Source: an optimization exercise on an open RTL-to-GDS flow (aim: small area, a short achievable clock period and few clock cycles). Production flows keep margins and buffers that such runs may drop.
Function was checked by simulation only, so behaviour that the tests miss may differ from the original.

## tundra
// cqt_decoder
module cqt_decoder
#(
    parameter int MAX_CTB_COLS = 64   
) (
    input  logic        clk,
    input  logic        rst_n,
    input  logic        cqt_start,
    input  cqt_pkg::ctb_col_t    ctb_x,
    input  cqt_pkg::ctb_row_t    ctb_y,
    input  cqt_pkg::pix_x_t      pic_width,
    input  cqt_pkg::pix_y_t      pic_height,
    output logic        bin_req,
    output cqt_pkg::ctx_addr_t   ctx_addr,
    input  logic        bin,
    input  logic        bin_vld,
    output logic        cu_valid,
    input  logic        cu_ready,
    output cqt_pkg::pix_x_t      cu_x,
    output cqt_pkg::pix_y_t      cu_y,
    output logic [2:0]  cu_log2_size,
    output logic        busy,
    output logic        ctb_done
);
    function automatic logic [2:0] last(input logic [2:0] x, input logic [1:0] d);
        case (d)
            2'd0:    last = 3'd7;
            2'd1:    last = x | 3'd3;
            2'd2:    last = x | 3'd1;
            default: last = x;
        endcase
    endfunction
    function automatic logic fits(input logic [2:0] x, input logic [2:0] y,
                                  input logic [1:0] d,
                                  input logic [7:0] wm, input logic [7:0] hm);
        fits = wm[last(x, d)] && hm[last(y, d)];
    endfunction
    function automatic logic [7:0] therm(input logic [3:0] n);
        for (int i = 0; i < 8; i++)
            therm[i] = (4'(i) < n);
    endfunction
    function automatic logic [6:0] sib(input logic [2:0] x, input logic [2:0] y,
                                       input int k,
                                       input logic [7:0] wm, input logic [7:0] hm);
        logic [2:0] hs, pm, px, py;
        logic       xr, yb;
        hs = 3'b100 >> (k - 1);
        pm = ~((hs << 1) - 3'd1);
        px = x & pm;
        py = y & pm;
        xr = wm[px | hs];
        yb = hm[py | hs];
        sib = '0;
        case ({|(y & hs), |(x & hs)})
            2'b00: begin
                if (xr)      sib = {1'b1, px | hs, py};
                else if (yb) sib = {1'b1, px, py | hs};
            end
  ...
Settings: LEC_CHECK=0, ABC_AREA=1, CAP_MARGIN=20, CORE_MARGIN=2, CORE_UTILIZATION=50, CTS_BUF_LIST=sky130_fd_sc_hd__clkbuf_16, CTS_CLUSTER_DIAMETER=80, CTS_CLUSTER_SIZE=30, PLACE_DENSITY=0.7, SETUP_SLACK_MARGIN=3.6, SLEW_MARGIN=20; clock period 6.0 ns.
run.sh (not shown) runs the stock make flow with config.mk's settings and CLKGATE_MAP_FILE= SYNTH_SCRIPT=/design/flow/synth_recipe.tcl, a recipe that flattens the netlist after the stock synthesis.
Testbench counts of tundra, summed over its fixed seeds: cycles 32,788.
Inputs modified between tundra and ember:
--- a/flow/design.v
+++ b/flow/design.v
@@ -82,20 +82,21 @@
         zidx = {y[2], x[2], y[1], x[1], y[0], x[0]};
     endfunction
     logic        busy_q;
     logic        done_q;
     logic        start;
     logic [7:1]  wm_q, hm_q;      
-    logic [5:0]  sel_q;           
+    logic [2:0]  grp_q;           
+    logic [2:0]  tap_q;           
     logic        byp_q;           
     logic        s0_q;
     logic [3:0]  s1_q;            
     logic [15:0] s2_q;            
     logic [6:0]  lb_q;            
     logic [6:0]  ab_q;            
-    logic [4:0]  shreg [MAX_CTB_COLS];
+    logic [4:0]  shreg [MAX_CTB_COLS-1];
     logic        req_q;           
     logic        wait_q;          
     logic [2:0]  fx_q, fy_q;      
     logic [1:0]  fd_q;
     logic        sv_q;            
     logic [2:0]  sx_q, sy_q;
@@ -112,24 +113,34 @@
     assign wm  = {wm_q, 1'b1};
     assign hm  = {hm_q, 1'b1};
     assign wmf = {1'b0, wm[7:1]};
     assign hmf = {1'b0, hm[7:1]};
     logic       xfull, yfull;     
     logic [7:0] wm_in, hm_in;
-    logic [6:0] cols_in;
+    logic [8:0] pm1_in;
+    logic [5:0] cm1_in;           
+    logic [5:0] sel_in;           
     logic       lav, aav;
     assign xfull   = (ctb_x != pic_width[11:6]);
     assign yfull   = (ctb_y != pic_height[10:6]);
     always_comb
         for (int i = 0; i < 8; i++) begin
             wm_in[i] = xfull || (3'(i) < pic_width[5:3]);
             hm_in[i] = yfull || (3'(i) < pic_height[5:3]);
         end
-    assign cols_in = {1'b0, pic_width[11:6]} + 7'(pic_width[5:3] != 3'd0);
-    assign lav     = (ctb_x != '0);
-    assign aav     = (ctb_y != '0);
+    assign pm1_in  = pic_width[11:3] - 9'd1;
+    assign cm1_in  = pm1_in[8:3];
+    assign sel_in  = cm1_in - 6'd1;
+    logic fresh_q;
+    always_ff @(posedge clk)
+        if (!rst_n)
+            fresh_q <= 1'b1;
+        else if (done_q)
+            fresh_q <= 1'b0;
+    assign lav     = !fresh_q;
+    assign aav     = !fresh_q;
     function automatic logic [1:0] nb_ctx(input logic [2:0] x, input logic [2:0] y,
                                           input logic [1:0] d,
                                           input logic [3:0] s1, input logic [15:0] s2,
                                           input logic [6:0] lb, input logic [6:0] ab,
                                           input logic la, input logic aa);
         logic cl, ca;
@@ -380,17 +391,22 @@
         end else begin
             done_q <= busy_q && uend_q && take;
         end
     end
     assign busy     = busy_q;
     assign ctb_done = done_q;
+    logic lastc_q, lastr_q, row0_q;
     always_ff @(posedge clk) begin
+        lastc_q <= (ctb_x == cm1_in);
+        lastr_q <= (pic_height[5:3] != 3'd0) ? !yfull : (ctb_y + 5'd1 == pic_height[10:6]);
+        row0_q  <= (ctb_y == '0);
         wm_q  <= wm_in[7:1];
         hm_q  <= hm_in[7:1];
-        sel_q <= 6'(cols_in - 7'd2);
-        byp_q <= (cols_in == 7'd1);
+        grp_q <= sel_in[5:3];
+        tap_q <= sel_in[2:0] + 3'(sel_in[5:3] == 3'd7);
+        byp_q <= (cm1_in == 6'd0);
     end
     logic       full;
     logic [6:0] bot;       
     logic [4:0] bot_enc;
     logic [6:0] tap_dec;
     assign full = wm[7] && hm[7];
@@ -408,20 +424,29 @@
         if (e[4])                 dec = {e[0], e[1], e[2], e[3], 3'b111};
         else if (e[3:2] == 2'b01) dec = {2'b00, e[0], e[1], 3'b011};
         else if (e[3:2] == 2'b10) dec = {e[0], e[1], 2'b00, 3'b101};
         else                      dec = {6'd0, e[0]};
     endfunction
     assign bot_enc = enc(bot);
-    logic [7:0] ins;
+    logic [7:0] ins;      
     always_comb
-        for (int m = 0; m < 8; m++)
-            ins[m] = (sel_q[5:3] == 3'(7 - m));
-    assign tap_dec = dec(shreg[{3'd7, sel_q[2:0]}]);
+        for (int m = 1; m < 8; m++)
+            ins[m] = (grp_q == 3'(7 - m));
+    assign ins[0] = 1'b0;
+    assign tap_dec = dec(shreg[6'd55 + 6'(tap_q)]);
     always_ff @(posedge clk) begin
         if (done_q) begin
-            for (int i = 0; i < MAX_CTB_COLS; i++)
-                shreg[i] <= (i % 8 == 0 && (i == 0 || ins[i / 8])) ? bot_enc : shreg[(i + MAX_CTB_COLS - 1) % MAX_CTB_COLS];
-            lb_q <= {s2_q[15], s2_q[13], s2_q[7], s2_q[5], s1_q[3], s1_q[1], s0_q};
-            ab_q <= byp_q ? bot : tap_dec;
+            lb_q <= lastc_q ? 7'd0 : {s2_q[15], s2_q[13], s2_q[7], s2_q[5], s1_q[3], s1_q[1], s0_q};
+            if ((row0_q && !lastc_q) || (lastc_q && lastr_q))
+                ab_q <= 7'd0;
+            else
+                ab_q <= byp_q ? bot : tap_dec;
+        end
+    end
+    always_ff @(posedge clk) begin
+        if (done_q) begin
+            shreg[0] <= bot_enc;
+            for (int i = 1; i < MAX_CTB_COLS - 1; i++)
+                shreg[i] <= (i % 8 == 7 && ins[(i + 1) / 8]) ? bot_enc : shreg[i - 1];
         end
     end
 endmodule
==> run summary <==
- tundra → ember: number of well-tap cells placed shows an increase of about 10%; global-route wire length before repair moved up; clock latency at the later pin of the worst-skew pair was more or less identical; synthesis-stage register bit count held steady.
- The worst hold slack after final layout on tundra is in line with that on ember.
- ember: utilization is 0.31 points higher than what tundra reported.
- The count of clock-buffer cells in the layout number comes out higher for ember vs tundra.
Testbench counts of ember, summed over its fixed seeds: cycles 32,788.

==> re-timing with driven ports <==
In the flow no input, the clock included, has a driving cell. The finished layouts below were timed again as built, in two steps. Step 1 sets driving cells, clkbuf_16 on the clock port and buf_2 on the other inputs (assumed; they add their load-dependent delay and slew). Step 2 moves the port delays by t, midway between the first and last clock arrival at a register: inputs arrive t later, outputs are due t later. That takes back most of the time a late clock gives input paths. a / b / c = ideal ports / drivers / drivers and shift; a / b = the first two.
run | t (ns) | slack for setup (ns) | worst setup path after step 2 | clock arrival spread, ns
tundra | 0.588 | 3.419 / 3.434 / 2.846 | input to register | 0.036 / 0.036
ember | 0.584 | 3.443 / 3.448 / 2.864 | input to register | 0.022 / 0.022
After both steps every run listed still meets setup and hold. For ember, which loses most, drivers alone change the setup slack by +0.005 ns; drivers and shift together by -0.579 ns.
